Background: an optimization exercise with open tools, aiming at small area. Do not read the settings as production practice. Function was checked by simulation only, so behaviour that the tests miss may differ from the original. Power figures rest on the tool's default switching activity, not on a simulated workload.

### flow/config.mk
export PLATFORM = sky130hd
export DESIGN_NAME = rf_top
export DESIGN_NICKNAME = rf_top
export VERILOG_FILES = /design/flow/design.v
export SDC_FILE = /design/flow/constraint.sdc
export NUM_CORES = 4
export LEC_CHECK = 0
export CAP_MARGIN = 20
export CORE_MARGIN = 2
export CORE_UTILIZATION = 35
export SETUP_SLACK_MARGIN = 0.5
export SLEW_MARGIN = 20
### flow/constraint.sdc
create_clock -name core_clock -period 7.0 [get_ports {clk_i}]
set_input_delay 1.4000 -clock core_clock [delete_from_list [all_inputs] [get_ports {clk_i}]]
set_output_delay 1.4000 -clock core_clock [all_outputs]
set_load 0.01 [all_outputs]
### flow/design.v
package rf_pkg;
  parameter int unsigned DataWidth = 32;
  parameter int unsigned MaxRegAddrWidth = 5;
  parameter int unsigned MaxNumRegs = 2 ** MaxRegAddrWidth;
  parameter int unsigned NumIrqFast = 15;
  typedef logic [MaxRegAddrWidth-1:0] reg_addr_t;
  typedef logic [DataWidth-1:0] reg_data_t;
endpackage
`timescale 1ns/10ps
module rf_clock_ctrl (
  input  logic                          clk_i,
  input  logic                          rst_ni,
  input  logic                          fetch_enable_i,
  input  logic                          core_busy_i,
  input  logic                          debug_req_i,
  input  logic                          irq_pending_i,
  input  logic                          irq_nm_i,
  input  logic [rf_pkg::NumIrqFast-1:0] irq_fast_i,
  output logic                          clock_en_o,
  output logic                          core_sleep_o
);
  logic fetch_enable_q;
  logic core_busy_q;
  logic irq_any;
  logic wake;
  always_ff @(posedge clk_i or negedge rst_ni) begin
    if (!rst_ni) begin
      fetch_enable_q <= 1'b0;
    end else if (fetch_enable_i) begin
      fetch_enable_q <= 1'b1;
    end
  end
  always_ff @(posedge clk_i or negedge rst_ni) begin
    if (!rst_ni) begin
      core_busy_q <= 1'b0;
    end else begin
      core_busy_q <= core_busy_i;
    end
  end
  assign irq_any = irq_pending_i | irq_nm_i | (|irq_fast_i);
  assign wake = fetch_enable_q & (core_busy_q | debug_req_i | irq_any);
  assign clock_en_o   = wake;
  assign core_sleep_o = ~wake;
endmodule
`timescale 1ns/10ps
module rf_register_file #(
  parameter bit RV32E = 1'b0
) (
  input  logic              clk_i,
  input  logic              rst_ni,
  input  logic              clock_en_i,
  input  logic              we_i,
  input  rf_pkg::reg_addr_t waddr_i,
  input  rf_pkg::reg_data_t wdata_i,
  input  rf_pkg::reg_addr_t raddr_a_i,
  output rf_pkg::reg_data_t rdata_a_o,
  input  rf_pkg::reg_addr_t raddr_b_i,
  output rf_pkg::reg_data_t rdata_b_o
);
  localparam int unsigned NumRegs   = RV32E ? 16 : rf_pkg::MaxNumRegs;
  localparam int unsigned AddrWidth = RV32E ? 4 : rf_pkg::MaxRegAddrWidth;
  rf_pkg::reg_data_t    rf_reg [NumRegs];
  logic [NumRegs-1:1]   we_dec;
  logic                 write_valid;
  logic                 raddr_a_valid;
  logic                 raddr_b_valid;
  assign write_valid = we_i & clock_en_i;
  always_comb begin
    for (int unsigned i = 1; i < NumRegs; i++) begin
      we_dec[i] = write_valid & (waddr_i == rf_pkg::reg_addr_t'(i));
    end
  end
  for (genvar i = 1; i < NumRegs; i++) begin : gen_regs
    always_ff @(posedge clk_i or negedge rst_ni) begin
      if (!rst_ni) begin
        rf_reg[i] <= '0;
      end else if (we_dec[i]) begin
        rf_reg[i] <= wdata_i;
      end
    end
  end
  assign rf_reg[0] = '0;
  assign raddr_a_valid = (raddr_a_i < rf_pkg::reg_addr_t'(NumRegs - 1)) |
                         (raddr_a_i == rf_pkg::reg_addr_t'(NumRegs - 1));
  assign raddr_b_valid = (raddr_b_i < rf_pkg::reg_addr_t'(NumRegs - 1)) |
                         (raddr_b_i == rf_pkg::reg_addr_t'(NumRegs - 1));
  always_comb begin
    if (raddr_a_valid) begin
      rdata_a_o = rf_reg[raddr_a_i[AddrWidth-1:0]];
    end else begin
      rdata_a_o = '0;
    end
  end
  always_comb begin
    if (raddr_b_valid) begin
      rdata_b_o = rf_reg[raddr_b_i[AddrWidth-1:0]];
    end else begin
      rdata_b_o = '0;
    end
  end
endmodule
`timescale 1ns/10ps
module rf_top #(
  parameter bit RV32E = 1'b0
) (
  input  logic                          clk_i,
  input  logic                          rst_ni,
  input  logic                          fetch_enable_i,
  input  logic                          core_busy_i,
  input  logic                          debug_req_i,
  input  logic                          irq_pending_i,
  input  logic                          irq_nm_i,
  input  logic [rf_pkg::NumIrqFast-1:0] irq_fast_i,
  input  logic                          we_i,
  input  rf_pkg::reg_addr_t             waddr_i,
  input  rf_pkg::reg_data_t             wdata_i,
  input  rf_pkg::reg_addr_t             raddr_a_i,
  output rf_pkg::reg_data_t             rdata_a_o,
  input  rf_pkg::reg_addr_t             raddr_b_i,
  output rf_pkg::reg_data_t             rdata_b_o,
  output logic                          core_sleep_o
);
  logic clock_en;
  rf_clock_ctrl u_clock_ctrl (
    .clk_i          ( clk_i          ),
    .rst_ni         ( rst_ni         ),
    .fetch_enable_i ( fetch_enable_i ),
    .core_busy_i    ( core_busy_i    ),
    .debug_req_i    ( debug_req_i    ),
    .irq_pending_i  ( irq_pending_i  ),
    .irq_nm_i       ( irq_nm_i       ),
    .irq_fast_i     ( irq_fast_i     ),
    .clock_en_o     ( clock_en       ),
    .core_sleep_o   ( core_sleep_o   )
  );
  rf_register_file #(
    .RV32E ( RV32E )
  ) u_register_file (
    .clk_i      ( clk_i     ),
    .rst_ni     ( rst_ni    ),
    .clock_en_i ( clock_en  ),
    .we_i       ( we_i      ),
    .waddr_i    ( waddr_i   ),
    .wdata_i    ( wdata_i   ),
    .raddr_a_i  ( raddr_a_i ),
    .rdata_a_o  ( rdata_a_o ),
    .raddr_b_i  ( raddr_b_i ),
    .rdata_b_o  ( rdata_b_o )
  );
endmodule
### flow/run.sh
#!/bin/bash
# synth_recipe.tcl (not shown) runs the flow's synth.tcl, then flattens the netlist and writes it again
# the make line also repeats each setting of config.mk as NAME=value (left out here)
make -C /OpenROAD-flow-scripts/flow DESIGN_CONFIG=/design/flow/config.mk WORK_HOME=/design/flow/orfs CLKGATE_MAP_FILE= SYNTH_SCRIPT=/design/flow/synth_recipe.tcl finish
==> out/summary.txt, run 1 <==
CLOCK TREE
---------------------------------------------------------------------------------
Root buf cell ......................................................    clkbuf_16
Cts hold-fix bufs ..................................................            0
Number of sinks on the clock net ...................................          994
Number of buffers added by the clock tree synthesis step ...........          108
Clk slew on worst S/H paths ........................................      0.06 ns
Maximum level of the CTS H-tree ....................................            3
Skew-Pair Late Insertion Delay .....................................      0.75 ns
Clock tree from TritonCTS ..........................................          yes
Longest Clk Path Bufs ..............................................            3

STA
---------------------------------------------------------------------------------
Setup tns final ....................................................         0 ns
Highest attainable clock frequency .................................      154 MHz
Slew Limit Fails ...................................................            0
Headroom to the max-slew limit .....................................        14.1%
Tmin final .........................................................      6.48 ns
Number of endpoints failing setup at the final stage ...............            0
Part of the cycle the worst path needs .............................        92.5%
Endpoints failing hold .............................................            0
Unrepaired setup endpoints after global routing ....................        false
Slew @ Worst Pin ...................................................      1.29 ns
Layout Skew ........................................................    0.0581 ns
Crit path setup slack, layout ......................................     0.524 ns

CELLS AND AREA
---------------------------------------------------------------------------------
Total Nets Final ...................................................        4,337
Combined area of the multi-input logic cells .......................  24,700 um^2
Final instance area ................................................  59,100 um^2
Flip-flop count of the largest register after layout ...............          992
Sequential cell area in the final layout ...........................  24,900 um^2
Share of cells above drive strength 1 ..............................        35.0%
Number of fillers in the final layout ..............................       13,686
Syn-to-layout area delta ...........................................        16.1%

ROUTING
---------------------------------------------------------------------------------
DRC marker count from the first detailed-route iteration ...........        7,770
Detail-routed net length per standard cell .........................      40.0 um
Residual DRC count .................................................            0
Number of vias after detailed routing ..............................       44,136
Number of iterations in the first detailed-routing pass ............            6
Total Wirelength ...................................................       251 mm
Average vias per placed instance ...................................         7.04
Post-route ant nets ................................................            0

GLOBAL ROUTE
---------------------------------------------------------------------------------
Total gr overflow ..................................................            0
Vias in the first global route .....................................       42,141
Global router's overall resource usage .............................        33.0%
Pin count of the biggest net entering global routing ...............          160
Global-route wire length before repair .............................       343 mm
Number of antenna violations at the first check in global routing ..           16

PLACED DESIGN
---------------------------------------------------------------------------------
Final weighted congestion of routability-driven global placement ...        0.972
Worst Setup Slack post-DPL .........................................     0.408 ns
Placed wire-length estimate after detailed placement ...............       145 mm
Placed cell areas ..................................................  55,100 um^2
Number of buffers inserted by port buffering .......................          134

SYNTHESIS
---------------------------------------------------------------------------------
Portion of synthesized cell area occupied by the leading cell type .        48.9%
Sequential fraction of the synthesis area ..........................        48.9%
Post-synthesis instance total ......................................        4,260
Distinct cell type count after synthesis ...........................           65
Syn nets ...........................................................        4,330
Number of synthesized flops with an enable pin .....................            0
Netlist area before placement ......................................  50,900 um^2
Synth top area cells ............................................... dfrtp_1 49%, mux2_2 22%, a22oi_1 8.5%, and3_1 2.4%, clkbuf_1 2.1%
Average instance area after synthesis ..............................    11.9 um^2
Synth warn .........................................................            4
Top_reg_cell synth .................................................      dfrtp_1
Flops & latches, synth .............................................          994
Synth async-reset ratio ............................................         100%
Most used standard cell by instance count after synthesis ..........       mux2_2
Ranking of synthesized cells by instance count ..................... 997 x mux2_2, 994 x dfrtp_1, 579 x a22oi_1, 287 x clkbuf_1, 194 x and3_1
Library cell with the largest summed area after synthesis ..........      dfrtp_1

FLOORPLAN
---------------------------------------------------------------------------------
Starting density of the core .......................................        35.3%
Boundary pin count .................................................          135
Die area ........................................................... 148,000 um^2
Die X ..............................................................       385 um
Core area .......................................................... 144,000 um^2
FP Rows ............................................................          139
Height of the die ..................................................       385 um

FLOW RUN
---------------------------------------------------------------------------------
Max-cap viol count .................................................            0

WORST HOLD PATH
---------------------------------------------------------------------------------
Worst min-delay path class ......................................... flip-flop to flip-flop

CRITICAL PATH
---------------------------------------------------------------------------------
Type of destination of the critical path ...........................   output pin
Critical setup path kind ........................................... primary input to output pin
Maximum fanout encountered on the critical timing path .............           15
Sum of buffers and inverters on the critical path ..................            4
Critical path cell sequence ........................................ clkdlybuf4s50_1 > buf_4 > nand2_1 > nor2_4 > buf_4 > a2111oi_0 > nand4_1 > or3_1 > clkdlybuf4s50_1
Register-to-register path setup slack ..............................      3.59 ns
Data required time of the critical path ............................      5.60 ns
Largest delay share family, worst path ............................. buffers and inverters
Startpoint Class ................................................... primary input
Maximum cell stage delay along the critical path ...................      0.82 ns
Data arrival time at the worst-slack endpoint ......................      5.08 ns
Slowest-stage cell, CP .............................................       nor2_4

PWR
---------------------------------------------------------------------------------
Largest voltage drop on the vdd net ................................     0.267 mV
Clock network power share ..........................................        37.6%
Comb pwr share .....................................................        15.4%
Reg power frac .....................................................        47.0%
Internal Power .....................................................     0.0119 W
Leakage ............................................................      26.4 nW
Power dissipated by switching net loads ............................    0.00494 W
Power density cells ................................................  285 nW/um^2
Switching part of the total ........................................        29.4%
Overall Power ......................................................     0.0168 W

RUN STATUS
---------------------------------------------------------------------------------
Result of the run ..................................................  no timing/DRC/antenna violations

[logic make-up after synthesis]
group                  after synthesis  share of synthesized area [%]
multiplexers                      1092                           24.0
flip-flops                         994                           48.9
AO/OA/AOI/OAI                      920                           14.2
AND/OR/NAND/NOR                    803                           9.24
buffers and inverters              451                           3.73
[power groups by stage]
stage / clock (W) / sequential [W] / combinational, W
global placement: 0 / 0.00789 / 0.00248
CTS: 0.00634 / 0.00782 / 0.00255
finish: 0.00633 / 0.00791 / 0.00259
global route: 0.00654 / 0.00798 / 0.00274
detailed placement: 0 / 0.00792 / 0.00254
floorplan: 0 / 0.00751 / 0.00161
[per-layer routing]
| metal | global-route usage (%) | part of all wire, % |
|---|---|---|
| met3 | 11.9 | 14 |
| met2 | 46.6 | 41 |
| met5 | 0 | 0.064 |
| met1 | 42.9 | 38 |
| met4 | 20.1 | 7.4 |
[path summary, 6_finish.rpt]
| check | startpoint | to | cells past startpoint |
|---|---|---|---|
| setup / recovery | raddr_b_i[0] | rdata_b_o[16] | 9 |
| hold / removal | u_register_file.rf_reg[29][21]$_DFFE_PN0P_ | u_register_file.rf_reg[29][21]$_DFFE_PN0P_ | 1 |
| setup reg to reg | u_clock_ctrl.core_busy_q$_DFF_PN0_ | u_register_file.rf_reg[13][11]$_DFFE_PN0P_ | 5 |
| hold reg to reg | u_register_file.rf_reg[29][21]$_DFFE_PN0P_ | u_register_file.rf_reg[29][21]$_DFFE_PN0P_ | 1 |
| max in group asynchronous | rst_ni | u_register_file.rf_reg[16][9]$_DFFE_PN0P_ | 2 |
| min in group asynchronous | rst_ni | u_register_file.rf_reg[15][16]$_DFFE_PN0P_ | 1 |
[through the flow]
step	utilization [%]	hold WS (ns)	instances
2_1_floorplan	-	0.485	4260
3_3_place_gp	38.2	0.502	6050
3_5_place_dp	38.2	0.509	6051
4_1_cts	40.9	0.523	6252
5_1_grt	41.0	0.535	6262
6_report	41.0	0.526	6273
[placed cells by master, fill, tap and decap left out, types with 20 or more instances in the layout]
master / netlist / routed
a22o_1: 87 / 87
nand2_1: 70 / 70
dfrtp_1: 994 / 994
clkdlybuf4s50_1: 0 / 113
clkbuf_16: 0 / 109
mux2i_1: 93 / 93
buf_4: 5 / 184
nand4_1: 99 / 99
nand3_1: 148 / 125
nor2_1: 65 / 50
clkbuf_8: 0 / 21
a21oi_1: 20 / 20
a22oi_1: 579 / 579
o2bb2ai_1: 33 / 33
nand3_4: 0 / 22
clkbuf_1: 287 / 21
a2111oi_0: 55 / 54
and3_1: 194 / 193
mux2_2: 997 / 997
or4_1: 68 / 68
buf_12: 0 / 22
[area by class of cell]
type	instances	area share, %
clock inverters	50	1.32
repair buffers	342	5.38
multi-input cells	2815	41.8
inverters	6	0.0381
flip-flops and latches	994	42.1
diodes	12	0.0508
clock buffers	151	5.24
well taps	1903	4.03
[repair_timing]
action                                  in CTS  in global routing
pin swaps                                    0                  1
buffers inserted                             0                  5
resized for setup                            1                  3
endpoints found under the setup margin       9                  7
==> run 2, diff against run 1 <==
--- a/flow/design.v
+++ b/flow/design.v
@@ -57,13 +57,13 @@
   input  rf_pkg::reg_addr_t raddr_b_i,
   output rf_pkg::reg_data_t rdata_b_o
 );
-  localparam int unsigned NumRegs   = RV32E ? 16 : rf_pkg::MaxNumRegs;
-  localparam int unsigned AddrWidth = RV32E ? 4 : rf_pkg::MaxRegAddrWidth;
+  localparam int unsigned NumRegs = RV32E ? 16 : rf_pkg::MaxNumRegs;
   rf_pkg::reg_data_t    rf_reg [NumRegs];
+  logic [NumRegs-1:1]   valid_q;
   logic [NumRegs-1:1]   we_dec;
+  logic [NumRegs-1:1]   sel_a;
+  logic [NumRegs-1:1]   sel_b;
   logic                 write_valid;
-  logic                 raddr_a_valid;
-  logic                 raddr_b_valid;
   assign write_valid = we_i & clock_en_i;
   always_comb begin
     for (int unsigned i = 1; i < NumRegs; i++) begin
@@ -73,31 +73,94 @@
   for (genvar i = 1; i < NumRegs; i++) begin : gen_regs
     always_ff @(posedge clk_i or negedge rst_ni) begin
       if (!rst_ni) begin
-        rf_reg[i] <= '0;
+        valid_q[i] <= 1'b0;
       end else if (we_dec[i]) begin
+        valid_q[i] <= 1'b1;
+      end
+    end
+    always_ff @(posedge clk_i) begin
+      if (we_dec[i]) begin
         rf_reg[i] <= wdata_i;
       end
     end
   end
   assign rf_reg[0] = '0;
-  assign raddr_a_valid = (raddr_a_i < rf_pkg::reg_addr_t'(NumRegs - 1)) |
-                         (raddr_a_i == rf_pkg::reg_addr_t'(NumRegs - 1));
-  assign raddr_b_valid = (raddr_b_i < rf_pkg::reg_addr_t'(NumRegs - 1)) |
-                         (raddr_b_i == rf_pkg::reg_addr_t'(NumRegs - 1));
   always_comb begin
-    if (raddr_a_valid) begin
-      rdata_a_o = rf_reg[raddr_a_i[AddrWidth-1:0]];
-    end else begin
-      rdata_a_o = '0;
-    end
-  end
-  always_comb begin
-    if (raddr_b_valid) begin
-      rdata_b_o = rf_reg[raddr_b_i[AddrWidth-1:0]];
-    end else begin
-      rdata_b_o = '0;
-    end
-  end
+    for (int unsigned i = 1; i < NumRegs; i++) begin
+      sel_a[i] = valid_q[i] & (raddr_a_i == rf_pkg::reg_addr_t'(i));
+      sel_b[i] = valid_q[i] & (raddr_b_i == rf_pkg::reg_addr_t'(i));
+    end
+  end
+  for (genvar j = 0; j < rf_pkg::DataWidth; j++) begin : gen_read_bits
+    logic [NumRegs-1:1] col;
+    for (genvar i = 1; i < NumRegs; i++) begin : gen_col
+      assign col[i] = rf_reg[i][j];
+    end
+    rf_read_bit #(.NumRegs(NumRegs)) u_read_a (.sel_i(sel_a), .data_i(col), .data_o(rdata_a_o[j]));
+    rf_read_bit #(.NumRegs(NumRegs)) u_read_b (.sel_i(sel_b), .data_i(col), .data_o(rdata_b_o[j]));
+  end
+endmodule
+module rf_read_bit #(
+  parameter int unsigned NumRegs = 32
+) (
+  input  logic [NumRegs-1:1] sel_i,
+  input  logic [NumRegs-1:1] data_i,
+  output logic               data_o
+);
+  localparam int unsigned NumIn     = NumRegs - 1;
+  localparam int unsigned NumFull   = NumIn / 3;
+  localparam int unsigned NumRem    = NumIn % 3;
+  localparam int unsigned NumGroups = NumFull + ((NumRem != 0) ? 1 : 0);
+  logic [NumGroups-1:0] group_n;
+  for (genvar g = 0; g < NumFull; g++) begin : gen_groups
+    rf_aoi222 u_aoi (
+      .a0_i ( sel_i[3*g+1] ), .b0_i ( data_i[3*g+1] ),
+      .a1_i ( sel_i[3*g+2] ), .b1_i ( data_i[3*g+2] ),
+      .a2_i ( sel_i[3*g+3] ), .b2_i ( data_i[3*g+3] ),
+      .y_no ( group_n[g]   )
+    );
+  end
+  if (NumRem == 2) begin : gen_rem2
+    rf_aoi22 u_aoi (
+      .a0_i ( sel_i[3*NumFull+1] ), .b0_i ( data_i[3*NumFull+1] ),
+      .a1_i ( sel_i[3*NumFull+2] ), .b1_i ( data_i[3*NumFull+2] ),
+      .y_no ( group_n[NumFull]   )
+    );
+  end else if (NumRem == 1) begin : gen_rem1
+    rf_nand2 u_nand (
+      .a_i  ( sel_i[3*NumFull+1]  ),
+      .b_i  ( data_i[3*NumFull+1] ),
+      .y_no ( group_n[NumFull]    )
+    );
+  end
+  assign data_o = ~(&group_n);
+endmodule
+module rf_aoi222 (
+  input  logic a0_i,
+  input  logic b0_i,
+  input  logic a1_i,
+  input  logic b1_i,
+  input  logic a2_i,
+  input  logic b2_i,
+  output logic y_no
+);
+  assign y_no = ~((a0_i & b0_i) | (a1_i & b1_i) | (a2_i & b2_i));
+endmodule
+module rf_aoi22 (
+  input  logic a0_i,
+  input  logic b0_i,
+  input  logic a1_i,
+  input  logic b1_i,
+  output logic y_no
+);
+  assign y_no = ~((a0_i & b0_i) | (a1_i & b1_i));
+endmodule
+module rf_nand2 (
+  input  logic a_i,
+  input  logic b_i,
+  output logic y_no
+);
+  assign y_no = ~(a_i & b_i);
 endmodule
 `timescale 1ns/10ps
 module rf_top #(
--- a/flow/config.mk
+++ b/flow/config.mk
@@ -7,6 +7,7 @@
 export LEC_CHECK = 0
 export CAP_MARGIN = 20
 export CORE_MARGIN = 2
-export CORE_UTILIZATION = 35
-export SETUP_SLACK_MARGIN = 0.5
+export CORE_UTILIZATION = 50
 export SLEW_MARGIN = 20
+export SYNTH_HIERARCHICAL = 1
+export SYNTH_MINIMUM_KEEP_SIZE = 0
==> run 2 against run 1 <==
Effect of this change:
- maximum frequency rose by 0.28%
- cell count fell by 42%
- synthesized area fell by 21%
- sequential power fell by 13%
- clock skew fell by 0.043 ns
- sequential cell count rose by 31
- final area fell by 21%
- first-iteration DRC count rose by 12%
- highest routed layer unchanged
- hold slack got worse by 0.036 ns
- critical path depth fell by 1
==> out/summary.txt, run 2 <==
RUN STATUS
---------------------------------------------------------------------------------
Result of the run ..................................................  no timing/DRC/antenna violations

STA
---------------------------------------------------------------------------------
Part of the cycle the worst path needs .............................        92.3%   -0.26 points
Unrepaired setup endpoints after global routing ....................        false
Setup tns final ....................................................         0 ns   unchanged
Number of endpoints failing setup at the final stage ...............            0   unchanged
Endpoints failing hold .............................................            0   unchanged
Crit path setup slack, layout ......................................     0.542 ns   +0.0179 ns
Slew Limit Fails ...................................................            0   unchanged
Highest attainable clock frequency .................................      155 MHz   +0.28%
Slew @ Worst Pin ...................................................      1.29 ns   +0.00159 ns
Headroom to the max-slew limit .....................................        14.0%   -0.11 points
Layout Skew ........................................................    0.0155 ns   -0.0426 ns
Tmin final .........................................................      6.46 ns   -0.0179 ns

ROUTING
---------------------------------------------------------------------------------
Post-route ant nets ................................................            0   unchanged
Residual DRC count .................................................            0   unchanged
DRC marker count from the first detailed-route iteration ...........        8,722   +12%
Total Wirelength ...................................................       151 mm   -40%
Number of iterations in the first detailed-routing pass ............           11   +5
Number of vias after detailed routing ..............................       29,725   -33%
Detail-routed net length per standard cell .........................      41.3 um   +3.4%
Average vias per placed instance ...................................         8.14   +16%

GLOBAL ROUTE
---------------------------------------------------------------------------------
Met3 Track Usage GR ................................................        9.89%   -2.0 points
Global-route wire length before repair .............................       208 mm   -39%
Most congested layer reported by global routing ....................         met2
Vias in the first global route .....................................       28,331   -33%
Pin count of the biggest net entering global routing ...............           34   -79%
Global router's overall resource usage .............................        35.7%   +2.7 points
Met2 routing resource usage after global routing ...................        53.2%   +6.6 points
Met1 track utilization from global routing .........................        48.2%   +5.3 points
Number of antenna violations at the first check in global routing ..            6   -10
Total gr overflow ..................................................            0   unchanged

CRITICAL PATH
---------------------------------------------------------------------------------
Type of destination of the critical path ...........................   output pin
Sum of buffers and inverters on the critical path ..................            3   -1
Crit path launch ................................................... raddr_a_i[1]
Source of the worst register-to-register timing path ............... u_clock_ctrl.core_busy_q$_DFF_PN0_
Largest delay share family, worst path ............................. simple AND/OR/NAND/NOR gates
End point of the critical path ..................................... rdata_a_o[17]
Maximum cell stage delay along the critical path ...................      0.69 ns   -0.13 ns
Maximum fanout encountered on the critical timing path .............           12   -3
Critical path cell sequence ........................................ clkdlybuf4s50_1 > nor3b_1 > and3_2 > buf_4 > a222oi_1 > nand4_1 > or3_1 > clkdlybuf4s50_1
Worst reg2reg path endpoint ........................................ u_register_file.rf_reg[9][16]$_DFFE_PP_
Data required time of the critical path ............................      5.60 ns   about the same
Critical setup path kind ........................................... primary input to output pin
Worst reg-to-reg path cell count ...................................            6   +1
Data arrival time at the worst-slack endpoint ......................      5.06 ns   -0.02 ns
Register-to-register path setup slack ..............................      3.76 ns   +0.17 ns
Slowest-stage cell, CP .............................................       and3_2
Critical path's most frequent cell ................................. clkdlybuf4s50_1
Startpoint Class ................................................... primary input
Stages on worst setup path .........................................            8   -1

CLOCK TREE
---------------------------------------------------------------------------------
Number of buffers added by the clock tree synthesis step ...........          105   -2.8%
Post-cts gate resize count .........................................            0   -1
Root buf cell ......................................................    clkbuf_16
Number of sinks on the clock net ...................................        1,025   +3.1%
Clk slew on worst S/H paths ........................................      0.06 ns   about the same
Skew-Pair Late Insertion Delay .....................................      0.67 ns   -0.08 ns
Clock tree from TritonCTS ..........................................          yes
Cts hold-fix bufs ..................................................            0   unchanged
Longest Clk Path Bufs ..............................................            3   unchanged
Maximum level of the CTS H-tree ....................................            3   unchanged
Setup fix buffers added after clock tree synthesis .................            0   unchanged

SYNTHESIS
---------------------------------------------------------------------------------
Netlist area before placement ......................................  40,100 um^2   -21%
Most used standard cell by instance count after synthesis ..........     edfxtp_1
Synth async-reset ratio ............................................        3.22%   -97 points
Number of synthesized flops with an enable pin .....................          992   +992
Sequential fraction of the synthesis area ..........................        76.3%   +27 points
Flops & latches, synth .............................................        1,025   +3.1%
Synth warn .........................................................           10   +6
Top_reg_cell synth .................................................     edfxtp_1
Average instance area after synthesis ..............................    18.3 um^2   +53%
Library cell with the largest summed area after synthesis ..........     edfxtp_1
Post-synthesis instance total ......................................        2,189   -49%
Ranking of synthesized cells by instance count ..................... 992 x edfxtp_1, 640 x a222oi_1, 129 x nand4_1, 68 x nand2_1, 66 x and3_1
Syn nets ...........................................................        2,259   -48%
Distinct cell type count after synthesis ...........................           33   -49%
Synth top area cells ............................................... edfxtp_1 74%, a222oi_1 16%, dfrtp_1 2.1%, nand4_1 2.0%, and3_1 1.0%
Portion of synthesized cell area occupied by the leading cell type .        74.3%   +25 points

PLACED DESIGN
---------------------------------------------------------------------------------
Placed cell areas ..................................................  43,800 um^2   -20%
Final weighted congestion of routability-driven global placement ...         1.01   +3.4%
Worst Setup Slack post-DPL .........................................     0.748 ns   +0.340 ns
Placed wire-length estimate after detailed placement ...............      86.1 mm   -41%
Cells after DPL ....................................................        3,462   -43%
Number of buffers inserted by port buffering .......................          134   unchanged

PWR
---------------------------------------------------------------------------------
Reg power frac .....................................................        53.1%   +6.1 points
Overall Power ......................................................     0.0129 W   -23%
Switching part of the total ........................................        22.1%   -7.3 points
Power density cells ................................................  275 nW/um^2   -3.5%
Internal Power .....................................................     0.0101 W   -15%
Largest voltage drop on the vdd net ................................     0.218 mV   -18%
Power dissipated by switching net loads ............................    0.00285 W   -42%
Clock network power share ..........................................        40.4%   +2.8 points
Comb pwr share .....................................................         6.5%   -8.9 points
Leakage ............................................................      14.9 nW   -44%

FLOORPLAN
---------------------------------------------------------------------------------
Starting density of the core .......................................        50.6%   +15 points
FP Rows ............................................................          103   -26%
Boundary pin count .................................................          135   unchanged
Die X ..............................................................       287 um   -25%
Height of the die ..................................................       287 um   -25%
Die area ...........................................................  82,500 um^2   -44%
Core area ..........................................................  79,300 um^2   -45%

CELLS AND AREA
---------------------------------------------------------------------------------
Syn-to-layout area delta ...........................................        17.0%
Most common cell after layout, fill and taps aside .................     edfxtp_1
Number of non-filler instances in the completed layout .............        3,650   -42%
Number of fillers in the final layout ..............................        5,905   -57%
Total Nets Final ...................................................        2,589   -40%
Final instance area ................................................  46,900 um^2   -21%
Share of cells above drive strength 1 ..............................        13.1%   -22 points
Most frequent cells in the layout .................................. 992 x edfxtp_1, 640 x a222oi_1, 129 x nand4_1, 113 x clkdlybuf4s50_1, 105 x clkbuf_16
Flip-flop count of the largest register after layout ...............          992   unchanged

WORST HOLD PATH
---------------------------------------------------------------------------------
Worst min-delay path class ......................................... flip-flop to flip-flop

FLOW RUN
---------------------------------------------------------------------------------
Max-cap viol count .................................................            0   unchanged

run 2: changes by cell type after synthesis, moves of 60 or more:
cell | before | now
and3_1 | 194 | 66
clkbuf_1 | 287 | 4
or4_1 | 68 | 0
edfxtp_1 | 0 | 992
buf_2 | 104 | 7
or3_1 | 4 | 64
a22oi_1 | 579 | 0
dfrtp_1 | 994 | 33
a22o_1 | 87 | 0
mux2_2 | 997 | 0
mux2i_1 | 93 | 0
a222oi_1 | 18 | 640
nand3_1 | 148 | 65
run 2: layout make-up:
type | instances | area, um^2 | share of cell area (%)
well taps | 1050 | 1310 | 2.80
repair buffers | 236 | 2150 | 4.59
inverters | 4 | 15.0 | 0.0320
clock buffers | 135 | 2770 | 5.90
diodes | 5 | 12.5 | 0.0267
multi-input cells | 1147 | 9680 | 20.6
flip-flops and latches | 1025 | 30600 | 65.3
clock inverters | 48 | 355 | 0.757
run 2: worst min path at each step:
stage	start	end	slack (ns)	depth (start not counted)
finish	u_register_file.valid_q[27]$_DFFE_PN0P_	u_register_file.valid_q[27]$_DFFE_PN0P_	0.49	1
global route	u_register_file.valid_q[12]$_DFFE_PN0P_	u_register_file.valid_q[12]$_DFFE_PN0P_	0.50	2
CTS	u_register_file.valid_q[27]$_DFFE_PN0P_	u_register_file.valid_q[27]$_DFFE_PN0P_	0.49	1
detailed placement	u_register_file.valid_q[27]$_DFFE_PN0P_	u_register_file.valid_q[27]$_DFFE_PN0P_	0.47	1
global placement	u_register_file.valid_q[27]$_DFFE_PN0P_	u_register_file.valid_q[27]$_DFFE_PN0P_	0.47	1
floorplan	u_register_file.valid_q[12]$_DFFE_PN0P_	u_register_file.valid_q[12]$_DFFE_PN0P_	0.44	2
run 2: routing by layer:
layer	share of wire [%]	wire (um)
met1	34	51800
met3	16	23600
met4	5.6	8490
met2	44	66900
met5	0.018	27
run 2: logic make-up (layout without fill, tap and decap cells):
kind of cell           after synthesis  count (layout)  synth area share, %
AOI/OAI and AO/OA                  673             673                 16.7
buffers and inverters               17             423                0.218
DFF                               1025            1025                 76.3
other                                0               5                    0
and+or+nand+nor                    474             474                 6.77
run 2: metrics by stage:
| step | util [%] | hold WS [ns] |
|---|---|---|
| finish | 59.2 | 0.490 |
| CTS | 59.3 | 0.487 |
| global placement | 55.4 | 0.466 |
| floorplan | - | 0.436 |
| detailed placement | 55.3 | 0.470 |
| global route | 59.2 | 0.504 |
run 2: power groups by stage:
stage | Sequential, W | Combinational (W) | Clock, W
final | 0.00686 | 0.000838 | 0.00521
after detailed placement | 0.00698 | 0.000818 | 0
after global placement | 0.00698 | 0.000807 | 0
after CTS | 0.00685 | 0.000820 | 0.00524
after global routing | 0.00686 | 0.000856 | 0.00547
after floorplan | 0.00696 | 0.000297 | 0
run 2: modules after synthesis (local to each module, per instance), a selection:
module / cells / copies in the design / area (um^2) / flops+latches
rf_aoi222: 1 / 640 / 10.0 / 0
rf_clock_ctrl: 12 / 1 / 116 / 2
rf_nand2: 1 / 64 / 3.75 / 0
run 2: worst reg2reg max path, cell delays in order, from the launching register on:
cell	delay (ns)
dfrtp_1	0.33
or3_4	0.12
o31a_1	0.19
nand3b_1	0.65
buf_12	0.45
nor2_4	0.68
buf_4	0.49
==> run 3, diff against run 2 <==
==> flow/flow/run.sh (new file) <==
#!/bin/bash
# The standard layout, with small port buffers and a clock tree built from
# small clock buffers without dummy loads. Everything else is the standard
# flow (standard.sh, which also runs the standard synthesis unchanged).
set -euo pipefail
export BUFFER_PORTS_ARGS="-buffer_cell sky130_fd_sc_hd__buf_1"
export CTS_ARGS="-sink_clustering_enable -repair_clock_nets -dont_use_dummy_load -buf_list {sky130_fd_sc_hd__clkbuf_4 sky130_fd_sc_hd__clkbuf_8}"
bash standard.sh > standard.log 2>&1
==> flow/standard.sh (new file) <==
#!/bin/bash
# synth_recipe.tcl (not shown) runs the flow's synth.tcl, then flattens the netlist and writes it again
# the make line also repeats each setting of config.mk as NAME=value (left out here)
make -C /OpenROAD-flow-scripts/flow DESIGN_CONFIG=/design/flow/config.mk WORK_HOME=/design/flow/orfs CLKGATE_MAP_FILE= SYNTH_SCRIPT=/design/flow/synth_recipe.tcl "${@:-finish}"
removed: flow/run.sh
==> run 3 against run 2 <==
Effect of this change:
- sequential cell count did not move
- via count fell by 1.4%
- die area did not move
- synthesized cell count did not move
- wire length fell by 4.2%
- final area fell by 3.7%
- critical path depth fell by 1
- critical path type unchanged
==> out/summary.txt, run 3 <==
RUN STATUS
---------------------------------------------------------------------------------
Result of the run ..................................................  no timing/DRC/antenna violations

FLOORPLAN
---------------------------------------------------------------------------------
Die area ...........................................................  82,500 um^2   unchanged
Starting density of the core .......................................        50.6%   unchanged
Core area ..........................................................  79,300 um^2   unchanged
Boundary pin count .................................................          135   unchanged
Height of the die ..................................................       287 um   unchanged
FP Rows ............................................................          103   unchanged
Die X ..............................................................       287 um   unchanged

STA
---------------------------------------------------------------------------------
Setup tns final ....................................................         0 ns   unchanged
Unrepaired setup endpoints after global routing ....................        false
Highest attainable clock frequency .................................      171 MHz   +11%
Slew @ Worst Pin ...................................................      1.20 ns   -0.0857 ns
Layout Skew ........................................................    0.0459 ns   +0.0304 ns
Endpoints failing hold .............................................            0   unchanged
Tmin final .........................................................      5.83 ns   -0.625 ns
Part of the cycle the worst path needs .............................        83.3%   -8.9 points
Slew Limit Fails ...................................................            0   unchanged
Number of endpoints failing setup at the final stage ...............            0   unchanged
Headroom to the max-slew limit .....................................        19.7%   +5.7 points

CELLS AND AREA
---------------------------------------------------------------------------------
Most common cell after layout, fill and taps aside .................     edfxtp_1
Most frequent cells in the layout .................................. 992 x edfxtp_1, 640 x a222oi_1, 168 x clkbuf_8, 129 x nand4_1, 126 x buf_1
Syn-to-layout area delta ...........................................        12.6%
Fin util ...........................................................        57.0%   -2.2 points
Number of fillers in the final layout ..............................        6,123   +3.7%
Total Nets Final ...................................................        2,637   +1.9%
Final instance area ................................................  45,200 um^2   -3.7%
Share of cells above drive strength 1 ..............................        14.0%   +0.97 points
Flip-flop count of the largest register after layout ...............          992   unchanged

ROUTING
---------------------------------------------------------------------------------
Number of iterations in the first detailed-routing pass ............           17   +6
Number of vias after detailed routing ..............................       29,305   -1.4%
Detail-routed net length per standard cell .........................      39.9 um   -3.4%
Post-route ant nets ................................................            0   unchanged
Residual DRC count .................................................            0   unchanged
DRC marker count from the first detailed-route iteration ...........        8,003   -8.2%
Total Wirelength ...................................................       145 mm   -4.2%
Average vias per placed instance ...................................         8.10   -0.60%

SYNTHESIS
---------------------------------------------------------------------------------
Most used standard cell by instance count after synthesis ..........     edfxtp_1
Synth warn .........................................................           10   unchanged
Portion of synthesized cell area occupied by the leading cell type .        74.3%   unchanged
Distinct cell type count after synthesis ...........................           33   unchanged
Sequential fraction of the synthesis area ..........................        76.3%   unchanged
Top_reg_cell synth .................................................     edfxtp_1
Number of synthesized flops with an enable pin .....................          992   unchanged
Library cell with the largest summed area after synthesis ..........     edfxtp_1
Average instance area after synthesis ..............................    18.3 um^2   unchanged
Flops & latches, synth .............................................        1,025   unchanged
Synth top area cells ............................................... edfxtp_1 74%, a222oi_1 16%, dfrtp_1 2.1%, nand4_1 2.0%, and3_1 1.0%
Ranking of synthesized cells by instance count ..................... 992 x edfxtp_1, 640 x a222oi_1, 129 x nand4_1, 68 x nand2_1, 66 x and3_1
Post-synthesis instance total ......................................        2,189   unchanged
Syn nets ...........................................................        2,259   unchanged
Netlist area before placement ......................................  40,100 um^2   unchanged
Synth async-reset ratio ............................................        3.22%   unchanged

PWR
---------------------------------------------------------------------------------
Comb pwr share .....................................................         6.2%   -0.3 points
Internal Power .....................................................    0.00912 W   -9.3%
Largest voltage drop on the vdd net ................................     0.154 mV   -29%
Clock network power share ..........................................        35.5%   -4.9 points
Switching part of the total ........................................        22.6%   +0.44 points
Power density cells ................................................  261 nW/um^2   -5.3%
Power dissipated by switching net loads ............................    0.00265 W   -7.0%
Reg power frac .....................................................        58.3%   +5.2 points
Leakage ............................................................      14.1 nW   -5.1%

CLOCK TREE
---------------------------------------------------------------------------------
Clock tree from TritonCTS ..........................................          yes
Setup fix buffers added after clock tree synthesis .................            0   unchanged
Maximum level of the CTS H-tree ....................................            4   +1
Root buf cell ......................................................     clkbuf_8
Post-cts gate resize count .........................................            0   unchanged
Number of buffers added by the clock tree synthesis step ...........          168   +60%
Clk slew on worst S/H paths ........................................      0.05 ns   about the same
Skew-Pair Late Insertion Delay .....................................      0.81 ns   +0.14 ns
Longest Clk Path Bufs ..............................................            3   unchanged
Number of sinks on the clock net ...................................        1,025   unchanged
Cts hold-fix bufs ..................................................            0   unchanged

GLOBAL ROUTE
---------------------------------------------------------------------------------
Global router's overall resource usage .............................        34.2%   -1.5 points
Pin count of the biggest net entering global routing ...............           34   unchanged
Number of antenna violations at the first check in global routing ..            3   -3
Vias in the first global route .....................................       28,576   +0.86%
Total gr overflow ..................................................            0   unchanged
Global-route wire length before repair .............................       199 mm   -3.9%

CRITICAL PATH
---------------------------------------------------------------------------------
Startpoint Class ................................................... primary input
Maximum fanout encountered on the critical timing path .............           32   +20
Source of the worst register-to-register timing path ............... u_clock_ctrl.core_busy_q$_DFF_PN0_
Data arrival time at the worst-slack endpoint ......................      4.43 ns   -0.63 ns
Crit path launch ................................................... raddr_a_i[0]
Critical setup path kind ........................................... primary input to output pin
Type of destination of the critical path ...........................   output pin
Data required time of the critical path ............................      5.60 ns   about the same

FLOW RUN
---------------------------------------------------------------------------------
Max-cap viol count .................................................            0   unchanged

PLACED DESIGN
---------------------------------------------------------------------------------
Placed cell areas ..................................................  42,800 um^2   -2.3%
Placed wire-length estimate after detailed placement ...............      79.5 mm   -7.8%
Number of buffers inserted by port buffering .......................          134   unchanged
Final weighted congestion of routability-driven global placement ...         1.01   +0.29%

WORST HOLD PATH
---------------------------------------------------------------------------------
Hold path start .................................................... u_register_file.valid_q[12]$_DFFE_PN0P_
Worst min-delay path class ......................................... flip-flop to flip-flop

## run 3: cell counts after synthesis
No cell type changed its count.
## run 3: Yosys stat by module (local to each module, per instance), excerpt
module / cells inside / flip-flops and latches / area, um^2 / times used
rf_clock_ctrl: 12 / 2 / 116 / 1
rf_aoi222: 1 / 0 / 10.0 / 640
rf_nand2: 1 / 0 / 3.75 / 64
## run 3: per-stage QoR
stage / worst slack (ns) / hold WS (ns) / power, W / std cells
floorplan: 1.39 / 0.436 / 0.00726 / 2189
global placement: 1.45 / 0.470 / 0.00767 / 3444
detailed placement: 1.43 / 0.471 / 0.00768 / 3447
CTS: 1.42 / 0.484 / 0.0118 / 3615
global route: 1.13 / 0.496 / 0.0121 / 3617
finish: 1.17 / 0.483 / 0.0118 / 3620
## run 3: per-layer routing
metal  up-vias  global-route usage [%]  part of all wire, %
met4         0                    19.6                  5.9
met1     14474                    45.9                   34
li1      11444                       -                    -
met2      2960                    51.2                   45
met3       427                    8.63                   16
met5         -                       0                    0
## run 3: kinds of logic (layout without fill, tap and decap cells)
family                 count (synthesis)  in the layout  share of synthesized area, %
AOI/OAI and AO/OA                    673            673                          16.7
DFF                                 1025           1025                          76.3
other                                  0              5                             0
and+or+nand+nor                      474            474                          6.77
buffers and inverters                 17            393                         0.218
## run 3: layout make-up
type	instances	area, um^2	area share, %
flip-flops and latches	1025	30600	67.8
clock buffers	168	2310	5.12
repair buffers	221	1200	2.66
multi-input cells	1147	9700	21.5
well taps	1050	1310	2.91
diodes	5	12.5	0.0277
inverters	4	15.0	0.0332
## run 3: worst paths after layout
check | end | slack [ns] | cells after the start
max | rdata_a_o[25] | 1.17 | 7
min | u_register_file.valid_q[12]$_DFFE_PN0P_ | 0.48 | 2
max reg2reg | u_register_file.rf_reg[12][19]$_DFFE_PP_ | 4.47 | 6
min reg2reg | u_register_file.valid_q[12]$_DFFE_PN0P_ | 0.48 | 2
max in group asynchronous | u_register_file.valid_q[18]$_DFFE_PN0P_ | 5.64 | 1
min in group asynchronous | u_register_file.valid_q[8]$_DFFE_PN0P_ | 0.75 | 1
## run 3: worst max-delay path: stages
cell      delay [ns]
buf_1           0.25
nor3b_1         0.67
and3_2          0.97
a222oi_1        0.28
nand4_1         0.30
or3_1           0.31
buf_1           0.18
## run 3: power groups by stage
stage               clock network (W)  registers (W)  logic [W]
finish                        0.00418        0.00686   0.000729
global route                  0.00448        0.00686   0.000746
CTS                           0.00423        0.00686   0.000701
detailed placement                  0        0.00698   0.000701
global placement                    0        0.00698   0.000689
floorplan                           0        0.00696   0.000297
==> run 4, diff against run 3 <==
==> flow/flow/run.sh (replaced) <==
#!/bin/bash
# The standard layout, with small port buffers and a clock tree built from
# small clock buffers without dummy loads. Everything else is the standard
# flow (standard.sh, which also runs the standard synthesis unchanged).
set -euo pipefail
export BUFFER_PORTS_ARGS="-buffer_cell sky130_fd_sc_hd__buf_1"
export CTS_ARGS="-sink_clustering_enable -repair_clock_nets -dont_use_dummy_load -buf_list {sky130_fd_sc_hd__clkbuf_8 sky130_fd_sc_hd__clkbuf_16} -root_buf sky130_fd_sc_hd__clkbuf_16 -sink_clustering_buffer sky130_fd_sc_hd__clkbuf_8 -sink_clustering_size 16 -sink_clustering_max_diameter 60"
bash standard.sh > standard.log 2>&1
==> run 4 against run 3 <==
Effect of this change:
- cell count is 2.3% lower
- power is 9.8% lower
- hold slack better by 0.014 ns
- highest routed layer is now met5
- clock skew is 0.018 ns lower
- non-clock buffer count stayed put
- final area is 2.3% lower
- register-to-register slack worse by 0.02 ns
- largest power group unchanged
- sequential share of layout area is 1.6 points higher
- via count is 2.1% lower
- sequential power hardly changed
- utilization is 1.3 points lower
- sequential cell count stayed put
==> out/summary.txt, run 4 <==
RUN STATUS
---------------------------------------------------------------------------------
Result of the run ..................................................  no timing/DRC/antenna violations

ROUTING
---------------------------------------------------------------------------------
Total Wirelength ...................................................       143 mm   -0.84%
Number of iterations in the first detailed-routing pass ............           14   -3
Residual DRC count .................................................            0   unchanged
Number of vias after detailed routing ..............................       28,697   -2.1%
Average vias per placed instance ...................................         8.11   +0.19%
Detail-routed net length per standard cell .........................      40.5 um   +1.5%
DRC marker count from the first detailed-route iteration ...........        7,723   -3.5%
Post-route ant nets ................................................            0   unchanged

CRITICAL PATH
---------------------------------------------------------------------------------
Data required time of the critical path ............................      5.60 ns   about the same
Critical path cell sequence ........................................ buf_1 > nor3b_1 > and3_2 > buf_4 > a222oi_1 > nand4_1 > or3_1 > buf_1
Worst reg2reg path endpoint ........................................ u_register_file.rf_reg[20][14]$_DFFE_PP_
Source of the worst register-to-register timing path ............... u_clock_ctrl.core_busy_q$_DFF_PN0_
Register-to-register path setup slack ..............................      4.45 ns   -0.02 ns
Maximum cell stage delay along the critical path ...................      0.92 ns   -0.05 ns
Startpoint Class ................................................... primary input
Critical path's most frequent cell .................................        buf_1
Type of destination of the critical path ...........................   output pin
Critical setup path kind ........................................... primary input to output pin
Worst reg-to-reg path cell count ...................................            6   unchanged
End point of the critical path ..................................... rdata_a_o[10]
Maximum fanout encountered on the critical timing path .............           23   -28%
Crit path launch ................................................... raddr_a_i[0]
Data arrival time at the worst-slack endpoint ......................      4.44 ns   about the same
Slowest-stage cell, CP .............................................       and3_2

FLOORPLAN
---------------------------------------------------------------------------------
Height of the die ..................................................       287 um   unchanged
Boundary pin count .................................................          135   unchanged
Core area ..........................................................  79,300 um^2   unchanged
Die X ..............................................................       287 um   unchanged
FP Rows ............................................................          103   unchanged
Die area ...........................................................  82,500 um^2   unchanged
Starting density of the core .......................................        50.6%   unchanged

SYNTHESIS
---------------------------------------------------------------------------------
Synth warn .........................................................           10   unchanged
Average instance area after synthesis ..............................    18.3 um^2   unchanged
Library cell with the largest summed area after synthesis ..........     edfxtp_1
Distinct cell type count after synthesis ...........................           33   unchanged
Top_reg_cell synth .................................................     edfxtp_1
Syn nets ...........................................................        2,259   unchanged
Synth async-reset ratio ............................................        3.22%   unchanged
Number of synthesized flops with an enable pin .....................          992   unchanged
Most used standard cell by instance count after synthesis ..........     edfxtp_1
Ranking of synthesized cells by instance count ..................... 992 x edfxtp_1, 640 x a222oi_1, 129 x nand4_1, 68 x nand2_1, 66 x and3_1
Synth top area cells ............................................... edfxtp_1 74%, a222oi_1 16%, dfrtp_1 2.1%, nand4_1 2.0%, and3_1 1.0%
Netlist area before placement ......................................  40,100 um^2   unchanged
Flops & latches, synth .............................................        1,025   unchanged
Post-synthesis instance total ......................................        2,189   unchanged
Portion of synthesized cell area occupied by the leading cell type .        74.3%   unchanged
Sequential fraction of the synthesis area ..........................        76.3%   unchanged

PLACED DESIGN
---------------------------------------------------------------------------------
Placed cell areas ..................................................  42,800 um^2   unchanged
Final weighted congestion of routability-driven global placement ...         1.01   unchanged
Placed wire-length estimate after detailed placement ...............      79.5 mm   unchanged
Number of buffers inserted by port buffering .......................          134   unchanged

CLOCK TREE
---------------------------------------------------------------------------------
Number of sinks on the clock net ...................................        1,025   unchanged
Skew-Pair Late Insertion Delay .....................................      0.60 ns   -0.21 ns
Root buf cell ......................................................    clkbuf_16
Clock tree from TritonCTS ..........................................          yes
Post-cts gate resize count .........................................            0   unchanged
Longest Clk Path Bufs ..............................................            3   unchanged
Cts hold-fix bufs ..................................................            0   unchanged
Maximum level of the CTS H-tree ....................................            3   -1
Setup fix buffers added after clock tree synthesis .................            0   unchanged
Number of buffers added by the clock tree synthesis step ...........           83   -51%
Clk slew on worst S/H paths ........................................      0.07 ns   +0.02 ns

STA
---------------------------------------------------------------------------------
Slew @ Worst Pin ...................................................      1.19 ns   -0.0110 ns
Highest attainable clock frequency .................................      171 MHz   about the same
Setup tns final ....................................................         0 ns   unchanged
Layout Skew ........................................................    0.0280 ns   -0.0179 ns
Number of endpoints failing setup at the final stage ...............            0   unchanged
Slew Limit Fails ...................................................            0   unchanged
Tmin final .........................................................      5.84 ns   +0.00372 ns
Unrepaired setup endpoints after global routing ....................        false
Headroom to the max-slew limit .....................................        20.5%   +0.73 points
Endpoints failing hold .............................................            0   unchanged
Part of the cycle the worst path needs .............................        83.4%   about the same

PWR
---------------------------------------------------------------------------------
Leakage ............................................................      13.5 nW   -4.0%
Power density cells ................................................  241 nW/um^2   -7.6%
Largest voltage drop on the vdd net ................................     0.172 mV   +12%

CELLS AND AREA
---------------------------------------------------------------------------------
Total Nets Final ...................................................        2,552   -3.2%
Most frequent cells in the layout .................................. 992 x edfxtp_1, 640 x a222oi_1, 129 x nand4_1, 126 x buf_1, 84 x buf_4
Final instance area ................................................  44,100 um^2   -2.3%
Most common cell after layout, fill and taps aside .................     edfxtp_1
Fin util ...........................................................        55.6%   -1.3 points
Syn-to-layout area delta ...........................................        9.95%
Share of cells above drive strength 1 ..............................        11.1%   -2.9 points
Flip-flop count of the largest register after layout ...............          992   unchanged

GLOBAL ROUTE
---------------------------------------------------------------------------------
Total gr overflow ..................................................            0   unchanged
Pin count of the biggest net entering global routing ...............           34   unchanged
Number of antenna violations at the first check in global routing ..            4   +1
Global router's overall resource usage .............................        33.9%   -0.33 points
Global-route wire length before repair .............................       198 mm   -0.82%
Vias in the first global route .....................................       27,756   -2.9%

WORST HOLD PATH
---------------------------------------------------------------------------------
Worst min-delay path class ......................................... flip-flop to flip-flop

FLOW RUN
---------------------------------------------------------------------------------
Max-cap viol count .................................................            0   unchanged

## run 4: changes by cell type in the layout (fill, tap and decap cells not counted), sizes merged
| cell | previous run | this run |
|---|---|---|
| diode | 5 | 8 |
| clkbuf | 174 | 89 |
## run 4: final cells by class
type	count	area [um^2]
inverters	4	15.0
clock buffers	83	1240
repair buffers	221	1200
fillers	6183	35200
well taps	1050	1310
multi-input cells	1147	9700
diodes	8	20.0
flip-flops and latches	1025	30600
## run 4: stage by stage
| step | setup slack (ns) | power, W | hold slack [ns] | std cells |
|---|---|---|---|---|
| floorplan | 1.39 | 0.00726 | 0.436 | 2189 |
| global placement | 1.45 | 0.00767 | 0.470 | 3444 |
| detailed placement | 1.43 | 0.00768 | 0.471 | 3447 |
| CTS | 1.42 | 0.0106 | 0.489 | 3530 |
| global route | 1.16 | 0.0109 | 0.501 | 3531 |
| finish | 1.16 | 0.0106 | 0.497 | 3538 |
## run 4: layer usage
metal / up-vias / global-route usage [%] / share of wire, %
met3: 366 / 8.13 / 15
met5: - / 0 / 0.021
li1: 11275 / - / -
met4: 4 / 17.8 / 5.8
met1: 14374 / 46.1 / 35
met2: 2678 / 51.1 / 45
## run 4: Yosys stat by module, one instance, submodules excluded, excerpt
module	flip-flops and latches	cells	copies in the design	area, um^2
rf_nand2	0	1	64	3.75
rf_clock_ctrl	2	12	1	116
rf_aoi222	0	1	640	10.0
## run 4: logic make-up (layout without fill, tap and decap cells)
family,Yosys count,in the layout,share of synthesized area (%)
DFF,1025,1025,76.3
and+or+nand+nor,474,474,6.77
AOI/OAI and AO/OA,673,673,16.7
buffers and inverters,17,308,0.218
other,0,8,0
## run 4: critical path, delay by kind of cell
kind	cells	cell delay [ns]
AO/OA/AOI/OAI	1	0.15
buffers and inverters	3	0.81
AND/OR/NAND/NOR	4	2.05
## run 4: how the worst min path moves through the flow
stage	start	to	slack (ns)	cells after the start
2_1_floorplan	u_register_file.valid_q[12]$_DFFE_PN0P_	u_register_file.valid_q[12]$_DFFE_PN0P_	0.44	2
3_3_place_gp	u_register_file.valid_q[24]$_DFFE_PN0P_	u_register_file.valid_q[24]$_DFFE_PN0P_	0.47	1
3_5_place_dp	u_register_file.valid_q[12]$_DFFE_PN0P_	u_register_file.valid_q[12]$_DFFE_PN0P_	0.47	2
4_1_cts	u_register_file.valid_q[12]$_DFFE_PN0P_	u_register_file.valid_q[12]$_DFFE_PN0P_	0.49	2
5_1_grt	u_register_file.valid_q[12]$_DFFE_PN0P_	u_register_file.valid_q[12]$_DFFE_PN0P_	0.50	2
6_report	u_register_file.valid_q[12]$_DFFE_PN0P_	u_register_file.valid_q[12]$_DFFE_PN0P_	0.50	2
## run 4: power breakdown
part | internal, W | leakage (nW) | total [W] | switching (W)
combinational | 0.000199 | 3.60 | 0.000728 | 0.000528
clock | 0.00118 | 0.643 | 0.00305 | 0.00186
sequential | 0.00680 | 9.30 | 0.00685 | 0.0000482
==> run 5, diff against run 4 <==
==> flow/flow/run.sh (replaced) <==
#!/bin/bash
# The standard layout, with small port buffers and a clock tree built from
# small clock buffers without dummy loads. Everything else is the standard
# flow (standard.sh, which also runs the standard synthesis unchanged).
set -euo pipefail
export BUFFER_PORTS_ARGS="-buffer_cell sky130_fd_sc_hd__buf_1"
export CTS_ARGS="-sink_clustering_enable -repair_clock_nets -dont_use_dummy_load -buf_list {sky130_fd_sc_hd__clkbuf_8 sky130_fd_sc_hd__clkbuf_16} -root_buf sky130_fd_sc_hd__clkbuf_16 -sink_clustering_buffer sky130_fd_sc_hd__clkbuf_8 -sink_clustering_size 14 -sink_clustering_max_diameter 80"
bash standard.sh > standard.log 2>&1
==> run 5 against run 4 <==
Effect of this change:
- count of clock-buffer cells in the layout is the same
- wire length grew 0.22%
- setup slack gained 0.056 ns
- critical endpoint is now rdata_a_o[25]
- largest cell class unchanged
- largest power group unchanged
- highest routed layer is now met4
==> out/summary.txt, run 5 <==
RUN STATUS
-----------------------------------------------------------------------------------------------------------------
Result of the run ..................................................................................  no timing/DRC/antenna violations

PWR
-----------------------------------------------------------------------------------------------------------------
Power density cells ................................................................................  241 nW/um^2   +0.22%
Leakage ............................................................................................      13.5 nW   unchanged
Largest voltage drop on the vdd net ................................................................     0.145 mV   -16%

STA
-----------------------------------------------------------------------------------------------------------------
Headroom to the max-slew limit .....................................................................        19.6%   -0.91 points
Slew @ Worst Pin ...................................................................................      1.21 ns   +0.0136 ns
Part of the cycle the worst path needs .............................................................        82.6%   -0.80 points
Slew Limit Fails ...................................................................................            0   unchanged
Layout Skew ........................................................................................    0.0314 ns   +0.00335 ns
Endpoints failing hold .............................................................................            0   unchanged
Unrepaired setup endpoints after global routing ....................................................        false
Number of endpoints failing setup at the final stage ...............................................            0   unchanged
Tmin final .........................................................................................      5.78 ns   -0.0559 ns
Highest attainable clock frequency .................................................................      173 MHz   +0.97%
Setup tns final ....................................................................................         0 ns   unchanged

CELLS AND AREA
-----------------------------------------------------------------------------------------------------------------
Flip-flop count of the largest register after layout ...............................................          992   unchanged
Share of cells above drive strength 1 ..............................................................        11.1%   unchanged
Number of non-filler instances in the completed layout .............................................        3,531   -0.20%
Most frequent cells in the layout .................................................................. 992 x edfxtp_1, 640 x a222oi_1, 129 x nand4_1, 126 x buf_1, 84 x buf_4
Most common cell after layout, fill and taps aside .................................................     edfxtp_1
Fin util ...........................................................................................        55.6%   about the same
Final instance area ................................................................................  44,100 um^2   about the same
Syn-to-layout area delta ...........................................................................        9.91%   about the same
Total Nets Final ...................................................................................        2,552   unchanged
Number of fillers in the final layout ..............................................................        6,178   -0.081%

ROUTING
-----------------------------------------------------------------------------------------------------------------
Number of vias after detailed routing ..............................................................       28,785   +0.31%
Number of iterations in the first detailed-routing pass ............................................           14   unchanged
Residual DRC count .................................................................................            0   unchanged
DRC marker count from the first detailed-route iteration ...........................................        8,256   +6.9%
Detail-routed net length per standard cell .........................................................      40.7 um   +0.42%
Average vias per placed instance ...................................................................         8.15   +0.51%
Post-route ant nets ................................................................................            0   unchanged
Total Wirelength ...................................................................................       144 mm   +0.22%

SYNTHESIS
-----------------------------------------------------------------------------------------------------------------
Post-synthesis instance total ......................................................................        2,189   unchanged
Synth warn .........................................................................................           10   unchanged
Library cell with the largest summed area after synthesis ..........................................     edfxtp_1
Basic-gate share of the synthesized area counting and, or, nand and nor cells ......................        6.77%   unchanged
Compound-Gate Fraction of Synth Area ...............................................................        16.7%   unchanged
Number of synthesized flops with an enable pin .....................................................          992   unchanged
Top_reg_cell synth .................................................................................     edfxtp_1
Most used standard cell by instance count after synthesis ..........................................     edfxtp_1
Ranking of synthesized cells by instance count ..................................................... 992 x edfxtp_1, 640 x a222oi_1, 129 x nand4_1, 68 x nand2_1, 66 x and3_1
Synth async-reset ratio ............................................................................        3.22%   unchanged
Arithmetic-cell share of the synthesized area counting full adders, half adders and majority gates .           0%   unchanged
Dominant combinational cell family by area after synthesis ......................................... compound AO/OA/AOI/OAI gates
XOR/XNOR share of the synthesized area .............................................................           0%   unchanged
Portion of synthesized cell area occupied by the leading cell type .................................        74.3%   unchanged
Synth top area cells ............................................................................... edfxtp_1 74%, a222oi_1 16%, dfrtp_1 2.1%, nand4_1 2.0%, and3_1 1.0%
Distinct cell type count after synthesis ...........................................................           33   unchanged
Netlist area before placement ......................................................................  40,100 um^2   unchanged
Flops & latches, synth .............................................................................        1,025   unchanged
Average instance area after synthesis ..............................................................    18.3 um^2   unchanged
Multiplexer area fraction after synthesis ..........................................................           0%   unchanged
Sequential fraction of the synthesis area ..........................................................        76.3%   unchanged
Syn nets ...........................................................................................        2,259   unchanged

CLOCK TREE
-----------------------------------------------------------------------------------------------------------------
Maximum level of the CTS H-tree ....................................................................            3   unchanged
Longest Clk Path Bufs ..............................................................................            3   unchanged
Number of buffers added by the clock tree synthesis step ...........................................           83   unchanged
Number of sinks on the clock net ...................................................................        1,025   unchanged
Setup fix buffers added after clock tree synthesis .................................................            0   unchanged
Skew-Pair Late Insertion Delay .....................................................................      0.61 ns   about the same
Post-cts gate resize count .........................................................................            0   unchanged
Cts hold-fix bufs ..................................................................................            0   unchanged
Clock tree from TritonCTS ..........................................................................          yes
Clk slew on worst S/H paths ........................................................................      0.09 ns   +0.02 ns
Root buf cell ......................................................................................    clkbuf_16

CRITICAL PATH
-----------------------------------------------------------------------------------------------------------------
Critical setup path kind ........................................................................... primary input to output pin
Data required time of the critical path ............................................................      5.60 ns   about the same
Data arrival time at the worst-slack endpoint ......................................................      4.38 ns   -0.06 ns
Startpoint Class ................................................................................... primary input
Maximum fanout encountered on the critical timing path .............................................           32   +39%
Type of destination of the critical path ...........................................................   output pin

GLOBAL ROUTE
-----------------------------------------------------------------------------------------------------------------
Pin count of the biggest net entering global routing ...............................................           34   unchanged
Global-route wire length before repair .............................................................       198 mm   -0.14%
Global router's overall resource usage .............................................................        33.9%   -0.049 points
Vias in the first global route .....................................................................       27,702   -0.19%
Number of antenna violations at the first check in global routing ..................................            1   -3
Total gr overflow ..................................................................................            0   unchanged

PLACED DESIGN
-----------------------------------------------------------------------------------------------------------------
Final weighted congestion of routability-driven global placement ...................................         1.01   unchanged
Cells after DPL ....................................................................................        3,447   unchanged
Number of buffers inserted by port buffering .......................................................          134   unchanged
Placed wire-length estimate after detailed placement ...............................................      79.5 mm   unchanged
Placed cell areas ..................................................................................  42,800 um^2   unchanged

FLOORPLAN
-----------------------------------------------------------------------------------------------------------------
Die area ...........................................................................................  82,500 um^2   unchanged
Starting density of the core .......................................................................        50.6%   unchanged
Die X ..............................................................................................       287 um   unchanged
Boundary pin count .................................................................................          135   unchanged
Height of the die ..................................................................................       287 um   unchanged
FP Rows ............................................................................................          103   unchanged
Core area ..........................................................................................  79,300 um^2   unchanged

WORST HOLD PATH
-----------------------------------------------------------------------------------------------------------------
Worst min-delay path class ......................................................................... flip-flop to flip-flop

FLOW RUN
-----------------------------------------------------------------------------------------------------------------
Max-cap viol count .................................................................................            0   unchanged

## run 5: final timing paths
path                                                              start                                      end  slack, ns  cells after the start
min in group asynchronous                                        rst_ni  u_register_file.valid_q[19]$_DFFE_PN0P_       0.88                      1
max in group asynchronous                                        rst_ni   u_register_file.valid_q[9]$_DFFE_PN0P_       5.55                      1
worst max register to register       u_clock_ctrl.core_busy_q$_DFF_PN0_  u_register_file.rf_reg[12][6]$_DFFE_PP_       4.47                      6
worst min register to register  u_register_file.valid_q[24]$_DFFE_PN0P_  u_register_file.valid_q[24]$_DFFE_PN0P_       0.50                      1
worst max-delay path                                       raddr_a_i[0]                            rdata_a_o[25]       1.22                      7
worst min-delay path            u_register_file.valid_q[24]$_DFFE_PN0P_  u_register_file.valid_q[24]$_DFFE_PN0P_       0.50                      1
## run 5: layout make-up
type,count,area (um^2),share of cell area [%]
multi-input combinational,1147,9700,22.0
timing repair buffer,221,1200,2.73
tap,1050,1310,2.98
sequential,1025,30600,69.4
antenna,1,2.50,0.00568
clock buffer,83,1240,2.82
inverter,4,15.0,0.0341
## run 5: critical path, cell delays in order
cell	delay [ns]
buf_1	0.24
nor3b_1	0.62
and3_2	0.97
a222oi_1	0.30
nand4_1	0.30
or3_1	0.29
buf_1	0.18
## run 5: report_power, final
| part | switching (W) | internal [W] |
|---|---|---|
| Clock | 0.00188 | 0.00119 |
| Combinational | 0.000529 | 0.000199 |
| Sequential | 0.0000490 | 0.00680 |
## run 5: per-module statistics from Yosys (local to each module, per instance), excerpt
module / times used / cells inside / cell area [um^2] / flops+latches
rf_clock_ctrl: 1 / 12 / 116 / 2
rf_aoi222: 640 / 1 / 10.0 / 0
rf_nand2: 64 / 1 / 3.75 / 0
## run 5: kinds of logic (layout without fill, tap and decap cells)
family                 count (synthesis)  in the layout
DFF                                 1025           1025
and+or+nand+nor                      474            474
buffers and inverters                 17            308
other                                  0              1
AOI/OAI and AO/OA                    673            673
## run 5: layer usage
layer  vias up  global-route usage (%)  part of all wire (%)
li1      11275                       -                     -
met4         0                    17.9                   5.9
met3       391                    7.58                    15
met1     14407                    46.1                    35
met5         -                       0                     0
met2      2712                    51.2                    45
## run 5: metrics by stage
stage	hold slack (ns)	setup WS (ns)	power (W)
6_report	0.501	1.22	0.0106
5_1_grt	0.509	1.21	0.0109
4_1_cts	0.495	1.42	0.0106
3_5_place_dp	0.471	1.43	0.00768
3_3_place_gp	0.470	1.45	0.00767
2_1_floorplan	0.436	1.39	0.00726

port drivers added, routing unchanged:
Ports are ideal in the flow. The routed layouts listed here were re-timed in OpenROAD. Step 1: set_driving_cell puts a clkbuf_16 on clk_i and a buf_2 on each other input, an assumption about the parent block. Step 2 times the ports against the registers' clock, not the clock port: input delays grow and output delays shrink by t, the midpoint of the rising clock arrivals with the driver on. Slacks: no drivers / after step 1 / after step 2; pairs: no drivers / after step 1.
| run | t, ns | slack for setup (ns) | worst setup path at the end | latest minus earliest clock arrival (ns) |
|---|---|---|---|---|
| run 1 | 0.790 | 0.524 / 0.455 / 0.455 | input to output | 0.059 / 0.059 |
| run 2 | 0.724 | 0.542 / 0.521 / 0.521 | input to output | 0.029 / 0.029 |
| run 3 | 0.840 | 1.167 / 1.137 / 1.137 | input to output | 0.074 / 0.074 |
| run 4 | 0.671 | 1.163 / 1.135 / 1.135 | input to output | 0.054 / 0.054 |
| run 5 | 0.669 | 1.219 / 1.192 / 1.192 | input to output | 0.052 / 0.051 |
After both steps every run listed still meets setup and hold. For run 1, which loses most, drivers alone change the setup slack by -0.069 ns; drivers and shift together by -0.069 ns.
